From an optimization exercise on the open Yosys and OpenROAD flow, aimed at small area, a short achievable clock period and few clock cycles per item; shortcuts taken in it are not production practice.
Where RTL was checked, it was by simulation tests only, not by an equivalence proof against the original.
Power is estimated from default activity; no workload was simulated.

==> v14 <==
Design best_fit_block_allocator, start of the top module:
module best_fit_block_allocator (
  input  wire logic        clk,
  input  wire logic        rst_n,
  input  wire logic        in_tvalid,
  output logic             in_tready,
  input  wire logic [31:0] in_tdata,
  output logic             out_tvalid,
  input  wire logic        out_tready,
  output logic [31:0]      out_tdata
);
  localparam int N = 16;
  logic               ir_v;
  logic [29:0]        ir_d;
  logic               rdy_r;
  logic [4:0]         count_r;
  logic [N-1:0]       avail_r;      
  logic [N-1:0][15:0] size_r;
  logic [N-1:0][7:0]  owner_r;
  logic [N-1:0][N-1:0] b_r;
  logic               c_v, c_clr, c_ld, c_al, c_rd;
  logic [1:0]         c_code;
  logic [3:0]         c_id;
  logic [15:0]        c_val;
  logic [7:0]         c_rid;
  logic [N-1:0]       c_ge;
  logic               m_v, m_ld, m_gr, m_rd;
  logic [1:0]         m_code;
  logic [N-1:0]       m_sel;
  logic [15:0]        m_val;
  logic               x_v, x_ld, x_gr, x_rd, x_free;
  logic [1:0]         x_code;
  ...
clock: 7.0 ns
lec_check: 0
cap_margin: 20
core_margin: 2
core_utilization: 40
cts_buf_list: sky130_fd_sc_hd__clkbuf_16
cts_cluster_diameter: 60
cts_cluster_size: 30
place_density: 0.7
setup_slack_margin: 4.4
slew_margin: 20
synth_hierarchical: 1
synth_minimum_keep_size: 0
run.sh (not shown) runs the stock make flow with config.mk's settings and CLKGATE_MAP_FILE= SYNTH_SCRIPT=/design/flow/synth_recipe.tcl, a recipe that flattens the netlist after the stock synthesis.
==> v8 (differences from v14) <==
Settings changed: CTS_BUF_LIST sky130_fd_sc_hd__clkbuf_16 to default, CTS_CLUSTER_DIAMETER 60 to default, CTS_CLUSTER_SIZE 30 to default, PLACE_DENSITY 0.7 to default, SETUP_SLACK_MARGIN 4.4 to 4.3.
==> comparison table <==
Result of the run: v8 timing/DRC/antenna clean; v14 timing/DRC/antenna clean
Total track usage: v8 25.2%; v14 24.5%
Area growth from synthesis to final layout: v8 19.5%; v14 20.5%
CTS clk-pin slew, worst paths: v8 0.06 ns; v14 0.10 ns
Worst vdd rail ir drop: v8 0.000182 V; v14 0.000182 V
GR Util met2: v8 40.9%; v14 37.7%
Startpoint of the lowest-slack hold path: v8 ir_d[24]; v14 m_code[0]
Met3 Usage GRT: v8 4.49%; v14 4.67%
Worst reg-to-reg path cell count: v8 11; v14 13
Wire length of the first global-routing pass: v8 175000 um; v14 173000 um
Number of design-rule violations left by the first detailed-router iteration: v8 3247; v14 4053
Leakage component of the power: v8 15.8 nW; v14 15.8 nW
Number of non-clock buffers: v8 234; v14 271
Cell-internal power: v8 7.70 mW; v14 7.08 mW
Filler Cells Inserted: v8 8164; v14 7910
Total of clock buffers placed in the layout: v8 94; v14 60
Clk cell area share: v8 6.15%; v14 5.00%
Number of cells on the critical path: v8 11; v14 13
H-tree levels: v8 3; v14 2
Final clock skew: v8 0.0394 ns; v14 0.0371 ns
Net Switching: v8 2.30 mW; v14 2.43 mW
Rel. slew slack: v8 35.8%; v14 27.2%
Highest Signal Layer: v8 met4; v14 met5
Setup slack on the worst flop-to-flop path: v8 4.22 ns; v14 4.12 ns
Testbench counts of v14, summed over its fixed seeds: cycles 7,134, items 7,094.
Testbench counts of v8, summed over its fixed seeds: cycles 7,134, items 7,094.

========
==> run A: inputs <==
==> flow/design.v <==
`default_nettype none
package bfa_pkg;
  localparam int ACTION_W     = 2;
  localparam int FIELD_SIZE_W = 16;
  localparam int OWNER_W      = 8;
  localparam int BLOCK_W      = 4;
  localparam int CODE_W       = 2;
  localparam logic [ACTION_W-1:0] ACT_CLEAR = 2'd0;
  localparam logic [ACTION_W-1:0] ACT_LOAD  = 2'd1;
  localparam logic [ACTION_W-1:0] ACT_ALLOC = 2'd2;
  localparam logic [ACTION_W-1:0] ACT_READ  = 2'd3;
  localparam logic [CODE_W-1:0] RES_OK    = 2'd0;
  localparam logic [CODE_W-1:0] RES_NOFIT = 2'd1;
  localparam logic [CODE_W-1:0] RES_BAD   = 2'd2;
endpackage
`default_nettype wire
`default_nettype none
module bfa_cell #(
  parameter int SIZE_BITS = 16
) (
  input  wire logic [SIZE_BITS-1:0] size,
  input  wire logic [SIZE_BITS-1:0] x,
  input  wire logic                 ge,
  output logic                      cmp
);
  logic [SIZE_BITS-1:0] g, l;
  always_comb begin
    for (int i = 0; i < SIZE_BITS; i++) begin
      g[i] = size[i] & ~x[i];
      l[i] = ~size[i] & x[i];
    end
    for (int w = 1; w < SIZE_BITS; w = w * 2) begin
      for (int i = 0; i + w < SIZE_BITS; i = i + 2 * w) begin
        g[i] = g[i + w] | (~l[i + w] & g[i]);
        l[i] = l[i + w] | (~g[i + w] & l[i]);
      end
    end
    cmp = g[0] | (ge & ~l[0]);
  end
endmodule
module bfa_sub #(
  parameter int W = 16
) (
  input  wire logic [W-1:0] a,
  input  wire logic [W-1:0] b,
  output logic [W-1:0]      d
);
  logic [W-1:0] g, p, gg, pp, gn, pn;
  logic [W:0]   c;
  always_comb begin
    for (int i = 0; i < W; i++) begin
      g[i] = a[i] & ~b[i];
      p[i] = a[i] | ~b[i];
    end
    gg = g;
    pp = p;
    for (int s = 1; s < W; s = s * 2) begin
      gn = gg;
      pn = pp;
      for (int i = s; i < W; i++) begin
        gn[i] = gg[i] | (pp[i] & gg[i - s]);
        pn[i] = pp[i] & pp[i - s];
      end
      gg = gn;
      pp = pn;
    end
    c[0] = 1'b1;
    for (int i = 0; i < W; i++) c[i + 1] = gg[i] | pp[i];
    for (int i = 0; i < W; i++) d[i] = a[i] ^ ~b[i] ^ c[i];
  end
endmodule
`default_nettype wire
`default_nettype none
import bfa_pkg::*;
module best_fit_block_allocator (
  input  wire logic        clk,
  input  wire logic        rst_n,
  input  wire logic        in_tvalid,
  output logic             in_tready,
  input  wire logic [31:0] in_tdata,
  output logic             out_tvalid,
  input  wire logic        out_tready,
  output logic [31:0]      out_tdata
);
  localparam int N = 16;
  logic               ir_v;
  logic [29:0]        ir_d;
  logic               rdy_r;
  logic [4:0]         count_r;
  logic [N-1:0]       avail_r;      
  logic [N-1:0][15:0] size_r;
  logic [N-1:0][7:0]  owner_r;
  logic [N-1:0][N-1:0] b_r;
  logic               c_v, c_clr, c_ld, c_al, c_rd;
  logic [1:0]         c_code;
  logic [3:0]         c_id;
  logic [15:0]        c_val;
  logic [7:0]         c_rid;
  logic [N-1:0]       c_ge;
  logic               m_v, m_ld, m_gr, m_rd;
  logic [1:0]         m_code;
  logic [N-1:0]       m_sel;
  logic [15:0]        m_val;
  logic               x_v, x_ld, x_gr, x_rd, x_free;
  logic [1:0]         x_code;
  logic [3:0]         x_id;
  logic [15:0]        x_a, x_b;
  logic               h_v, k_v;     
  logic [30:0]        h_d, k_d;
  logic               go;
  assign go = !k_v;
  logic [1:0]  ir_act;
  logic [15:0] ir_size;
  logic [3:0]  ir_idx;
  assign ir_act  = ir_d[1:0];
  assign ir_size = ir_d[17:2];
  assign ir_idx  = ir_d[29:26];
  logic is_clr, is_ld, is_al, is_rd, full, ld_ok, rd_ok;
  assign is_clr = ir_v && (ir_act == ACT_CLEAR);
  assign is_ld  = ir_v && (ir_act == ACT_LOAD);
  assign is_al  = ir_v && (ir_act == ACT_ALLOC);
  assign is_rd  = ir_v && (ir_act == ACT_READ);
  assign full   = count_r[4];
  assign ld_ok  = is_ld && !full;
  assign rd_ok  = is_rd && ({1'b0, ir_idx} < count_r);
  logic          cmp_ge;
  logic [N-1:0]  cmp;
  logic          cmp_w, cmp_m, cmp_x;
  assign cmp_ge = ir_act[1];
  for (genvar i = 0; i < N; i++) begin : g_cmp
    bfa_cell u_cmp (.size(size_r[i]), .x(ir_size), .ge(cmp_ge), .cmp(cmp[i]));
  end
  bfa_cell u_cmp_w (.size(c_val), .x(ir_size), .ge(cmp_ge), .cmp(cmp_w));
  bfa_cell u_cmp_m (.size(m_val), .x(ir_size), .ge(cmp_ge), .cmp(cmp_m));
  bfa_cell u_cmp_x (.size(x_a),   .x(ir_size), .ge(cmp_ge), .cmp(cmp_x));
  logic [N-1:0] hit_w, hit_m, hit_x, ge;
  for (genvar i = 0; i < N; i++) begin : g_ge
    assign hit_w[i] = c_v && c_ld && (c_id == 4'(i));
    assign hit_m[i] = m_ld && m_sel[i];
    assign hit_x[i] = x_ld && (x_id == 4'(i));
    assign ge[i] = hit_w[i] ? cmp_w : hit_m[i] ? cmp_m : hit_x[i] ? cmp_x : cmp[i];
  end
  logic [N-1:0][N-1:0] beat;        
  for (genvar i = 0; i < N; i++) begin : g_bi
    for (genvar j = 0; j < N; j++) begin : g_bj
      if (i < j)       assign beat[i][j] = b_r[i][j];
      else if (i > j)  assign beat[i][j] = !b_r[j][i];
      else             assign beat[i][j] = 1'b1;
    end
  end
  logic [N-1:0] fits, win, c_dec;
  logic         found;
  assign fits  = avail_r & c_ge;
  assign found = |fits;
  for (genvar i = 0; i < N; i++) begin : g_win
    assign win[i]   = fits[i] && &(~fits | beat[i]);
    assign c_dec[i] = (c_id == 4'(i));
  end
  logic [15:0] mux_size, a_nxt;
  logic [3:0]  m_id;
  logic        m_free, fwd;
  always_comb begin
    mux_size = '0;
    m_id     = '0;
    for (int i = 0; i < N; i++) begin
      mux_size = mux_size | (m_sel[i] ? size_r[i] : 16'd0);
      m_id     = m_id     | (m_sel[i] ? 4'(i)     : 4'd0);
    end
  end
  assign m_free = m_rd && |(m_sel & avail_r);
  assign fwd    = (x_ld || x_gr) && m_sel[x_id];
  logic [15:0] rem;
  logic [7:0]  x_owner;
  bfa_sub u_sub (.a(x_a), .b(x_b), .d(rem));
  always_comb begin
    x_owner = '0;
    for (int i = 0; i < N; i++) begin
      if (x_id == 4'(i)) x_owner = owner_r[i];
    end
  end
  assign a_nxt = fwd ? rem : m_ld ? m_val : mux_size;
  logic [30:0] res;
  assign res = {(x_rd && !x_free) ? x_owner : 8'd0, x_free, rem, x_id, x_code};
  logic push, pop;
  assign push = go && x_v;
  assign pop  = h_v && out_tready;
  always_ff @(posedge clk) begin
    if (!rst_n) begin
      ir_v    <= 1'b0;
      rdy_r   <= 1'b1;
      count_r <= '0;
      avail_r <= '0;
      c_v     <= 1'b0;
      m_v     <= 1'b0;
      x_v     <= 1'b0;
      h_v     <= 1'b0;
      k_v     <= 1'b0;
    end else begin
      if (rdy_r) ir_v <= in_tvalid;
      if (go) begin
        c_v <= ir_v;
        m_v <= c_v;
        x_v <= m_v;
        if (is_clr)     count_r <= '0;
        else if (ld_ok) count_r <= count_r + 5'd1;
        if (c_v && c_clr)      avail_r <= '0;
        else if (c_v && c_ld)  avail_r <= avail_r | c_dec;
        else if (c_v && c_al)  avail_r <= avail_r & ~win;
      end
      if (!k_v) begin
        if (push && h_v && !pop) k_v <= 1'b1;
        else if (push)           h_v <= 1'b1;
        else if (pop)            h_v <= 1'b0;
      end else if (pop) begin
        k_v <= 1'b0;
      end
      rdy_r <= !((rdy_r ? in_tvalid : ir_v) &&
                 (k_v ? !pop : (push && h_v && !pop)));
    end
  end
  always_ff @(posedge clk) begin
    if (rdy_r) ir_d <= in_tdata[29:0];
    if (go) begin
      c_clr  <= is_clr;
      c_ld   <= ld_ok;
      c_al   <= is_al;
      c_rd   <= rd_ok;
      c_code <= ((is_ld && full) || (is_rd && !rd_ok)) ? RES_BAD : RES_OK;
      c_id   <= ld_ok ? count_r[3:0] : ir_idx;
      c_val  <= ir_size;
      c_rid  <= ir_d[25:18];
      c_ge   <= ge;
      m_ld   <= c_v && c_ld;
      m_gr   <= c_v && c_al && found;
      m_rd   <= c_v && c_rd;
      m_code <= (c_al && !found) ? RES_NOFIT : c_code;
      m_sel  <= (c_v && (c_ld || c_rd)) ? c_dec : (c_v && c_al) ? win : '0;
      m_val  <= c_val;
      x_ld   <= m_v && m_ld;
      x_gr   <= m_v && m_gr;
      x_rd   <= m_v && m_rd;
      x_free <= m_free;
      x_code <= m_code;
      x_id   <= m_id;
      x_a    <= a_nxt;
      x_b    <= m_gr ? m_val : 16'd0;
    end
    if (!k_v) begin
      if (push && h_v && !pop) k_d <= res;
      else if (push)           h_d <= res;
    end else if (pop) begin
      h_d <= k_d;
    end
  end
  for (genvar i = 0; i < N; i++) begin : g_ent
    always_ff @(posedge clk) begin
      if (push && (x_ld || x_gr) && (x_id == 4'(i))) size_r[i] <= rem;
      if (go && c_v && c_al && win[i]) owner_r[i] <= c_rid;
    end
    for (genvar j = i + 1; j < N; j++) begin : g_b
      always_ff @(posedge clk) begin
        if (go && c_v && c_ld && c_dec[j]) b_r[i][j] <= !c_ge[i];
      end
    end
  end
  assign in_tready  = rdy_r;
  assign out_tvalid = h_v;
  assign out_tdata  = {1'b0, h_d};
endmodule
`default_nettype wire
==> flow/run.sh <==
#!/bin/bash
# synth_recipe.tcl (not shown) runs the flow's synth.tcl, then flattens the netlist and writes it again
# the make line also repeats each setting of config.mk as NAME=value (left out here)
make -C /OpenROAD-flow-scripts/flow DESIGN_CONFIG=/design/flow/config.mk WORK_HOME=/design/flow/orfs CLKGATE_MAP_FILE= SYNTH_SCRIPT=/design/flow/synth_recipe.tcl finish
==> flow/config.mk <==
export PLATFORM = sky130hd
export DESIGN_NAME = best_fit_block_allocator
export DESIGN_NICKNAME = best_fit_block_allocator
export VERILOG_FILES = /design/flow/design.v
export SDC_FILE = /design/flow/constraint.sdc
export NUM_CORES = 4
export LEC_CHECK = 0
export CAP_MARGIN = 20
export CORE_MARGIN = 2
export CORE_UTILIZATION = 40
export CTS_BUF_LIST = sky130_fd_sc_hd__clkbuf_16
export CTS_CLUSTER_DIAMETER = 60
export CTS_CLUSTER_SIZE = 30
export SETUP_SLACK_MARGIN = 4.3
export SLEW_MARGIN = 20
export SYNTH_HIERARCHICAL = 1
export SYNTH_MINIMUM_KEEP_SIZE = 0
==> flow/constraint.sdc <==
create_clock -name core_clock -period 7.0 [get_ports {clk}]
set_input_delay 1.4000 -clock core_clock [delete_from_list [all_inputs] [get_ports {clk}]]
set_output_delay 1.4000 -clock core_clock [all_outputs]
set_load 0.01 [all_outputs]
==> run Z: changes against run A <==
--- a/flow/config.mk
+++ b/flow/config.mk
@@ -13,2 +13,3 @@
 export CTS_CLUSTER_SIZE = 30
+export PLACE_DENSITY = 0.7
 export SETUP_SLACK_MARGIN = 4.3
==> run F: changes against run A <==
--- a/flow/design.v
+++ b/flow/design.v
@@ -103,2 +103,3 @@
   logic [15:0]        m_val;
+  logic [7:0]         m_rid;
   logic               x_v, x_ld, x_gr, x_rd, x_free;
@@ -107,2 +108,3 @@
   logic [15:0]        x_a, x_b;
+  logic [7:0]         x_rid;
   logic               h_v, k_v;     
@@ -238,2 +240,3 @@
       m_val  <= c_val;
+      m_rid  <= c_rid;
       x_ld   <= m_v && m_ld;
@@ -246,2 +249,3 @@
       x_b    <= m_gr ? m_val : 16'd0;
+      x_rid  <= m_rid;
     end
@@ -257,3 +261,3 @@
       if (push && (x_ld || x_gr) && (x_id == 4'(i))) size_r[i] <= rem;
-      if (go && c_v && c_al && win[i]) owner_r[i] <= c_rid;
+      if (push && x_gr && (x_id == 4'(i))) owner_r[i] <= x_rid;
     end
--- a/flow/config.mk
+++ b/flow/config.mk
@@ -10,8 +10,3 @@
 export CORE_UTILIZATION = 40
-export CTS_BUF_LIST = sky130_fd_sc_hd__clkbuf_16
-export CTS_CLUSTER_DIAMETER = 60
-export CTS_CLUSTER_SIZE = 30
-export SETUP_SLACK_MARGIN = 4.3
+export SETUP_SLACK_MARGIN = 4.4
 export SLEW_MARGIN = 20
-export SYNTH_HIERARCHICAL = 1
-export SYNTH_MINIMUM_KEEP_SIZE = 0
==> tab_implementation.tex <==
\begin{tabular}{lr}
\hline
Metric & Value \\
\hline
\multicolumn{2}{l}{\textbf{Status}} \\
Status & timing/DRC/antenna clean \\
\multicolumn{2}{l}{\textbf{Pwr}} \\
Power in sequential cells & 5.00 mW \\
Psw & 2.32 mW \\
Power drawn by the combinational cells & 567 uW \\
Clock network power consumption & 3.78 mW \\
\multicolumn{2}{l}{\textbf{Floorplanning}} \\
Effective utilization at floorplan & 40.5\% \\
\multicolumn{2}{l}{\textbf{Timing}} \\
Transition time of the tightest slew-check pin & 1040 ps \\
\multicolumn{2}{l}{\textbf{Global route}} \\
Antenna violations before repair & 0 \\
\multicolumn{2}{l}{\textbf{Logic synthesis}} \\
Post-synthesis xor/xnor area fraction & 0.423\% \\
\hline
\end{tabular}
the above is filed under run Z

==> tab_implementation.tex <==
\begin{tabular}{lr}
\hline
Metric & Value \\
\hline
\multicolumn{2}{l}{\textbf{Global route}} \\
Wire length of the first global-routing pass & 189000 um \\
All-Layer GR Usage & 28.4\% \\
Antenna violations before repair & 0 \\
\multicolumn{2}{l}{\textbf{Timing}} \\
Transition time of the tightest slew-check pin & 1150 ps \\
Fin. max-slew vios & 0 \\
Clock tree skew after final layout & 77.7 ps \\
\multicolumn{2}{l}{\textbf{Pwr}} \\
Power in sequential cells & 5.12 mW \\
Psw & 2.39 mW \\
Power drawn by the combinational cells & 595 uW \\
Clock network power consumption & 4.74 mW \\
\multicolumn{2}{l}{\textbf{Run}} \\
Maximum Capacitance Violations & 0 \\
\multicolumn{2}{l}{\textbf{Floorplanning}} \\
Effective utilization at floorplan & 40.4\% \\
\multicolumn{2}{l}{\textbf{Min path}} \\
Number of cells traversed by the worst hold path & 0 \\
\multicolumn{2}{l}{\textbf{Logic synthesis}} \\
Post-synthesis xor/xnor area fraction & 0.442\% \\
\multicolumn{2}{l}{\textbf{CTS}} \\
TritonCTS clock tree & built \\
\multicolumn{2}{l}{\textbf{Drt}} \\
Wire length on met1 & 53400 um \\
\multicolumn{2}{l}{\textbf{Status}} \\
Status & timing/DRC/antenna clean \\
\multicolumn{2}{l}{\textbf{Final layout}} \\
Most common cell after layout, fill and taps aside & edfxtp\_1 \\
\hline
\end{tabular}
the above is filed under run F

==> tab_implementation.tex <==
\begin{tabular}{lr}
\hline
Metric & Value \\
\hline
\multicolumn{2}{l}{\textbf{Status}} \\
Status & timing/DRC/antenna clean \\
\multicolumn{2}{l}{\textbf{Pwr}} \\
Power in sequential cells & 5.00 mW \\
Pint & 7.01 mW \\
Power drawn by the combinational cells & 587 uW \\
Final Power & 9.38 mW \\
Clock network power consumption & 3.79 mW \\
Psw & 2.37 mW \\
\multicolumn{2}{l}{\textbf{Logic synthesis}} \\
Primary FF master, synth & edfxtp\_1 \\
Adder and majority cell fraction of the synthesized area & 7.37\% \\
Main combinational cell family by area after synthesis & compound AO/OA/AOI/OAI gates \\
Post-synthesis xor/xnor area fraction & 0.423\% \\
\multicolumn{2}{l}{\textbf{Timing}} \\
Transition time of the tightest slew-check pin & 1020 ps \\
Fmax & 353 MHz \\
\multicolumn{2}{l}{\textbf{Floorplanning}} \\
Effective utilization at floorplan & 40.5\% \\
\multicolumn{2}{l}{\textbf{Drt}} \\
Length of routed met2 wiring & 56400 um \\
\multicolumn{2}{l}{\textbf{Worst setup path}} \\
Critical path startpoint category & flop \\
Crit path buffers/inverters & 5 \\
\multicolumn{2}{l}{\textbf{Global route}} \\
Antenna violations before repair & 2 \\
\hline
\end{tabular}
the above is filed under run A

Testbench counts of run A, summed over its fixed seeds: cycles 7,134, items 7,094.
Testbench counts of run Z, summed over its fixed seeds: cycles 7,134, items 7,094.
Only the layout flow was run in run F; the RTL was not checked for function there.

what the ideal ports hide:
In the flow no input, the clock included, has a driving cell. The finished layouts below were timed again as built, in two steps.
Step 1 (the two cells are an assumption about what drives the block):
set clk [get_ports {clk}]
set_driving_cell -lib_cell sky130_fd_sc_hd__clkbuf_16 $clk
set_driving_cell -lib_cell sky130_fd_sc_hd__buf_2 [delete_from_list [all_inputs] $clk]
Step 2 moves the port delays by t, midway between the first and last clock arrival at a register: inputs arrive t later, outputs are due t later. That takes back most of the time a late clock gives input paths.
a / b / c = ideal / step 1 / step 2; a / b = the first two.
run	shift t [ns]	setup WS [ns]	worst hold slack (ns)
v14	0.736	4.124 / 4.124 / 3.865	0.419 / 0.419 / 0.419
v8	0.718	4.216 / 4.216 / 3.804	0.417 / 0.417 / 0.417
run A	0.744	4.165 / 4.165 / 3.793	0.423 / 0.423 / 0.423
run Z	0.734	4.184 / 4.184 / 3.643	0.423 / 0.423 / 0.423
run F	0.717	3.727 / 3.727 / 3.727	0.415 / 0.415 / 0.415
After both steps every run listed still meets setup and hold. For run Z, which loses most, drivers alone change the setup slack by 0.000 ns; drivers and shift together by -0.541 ns.
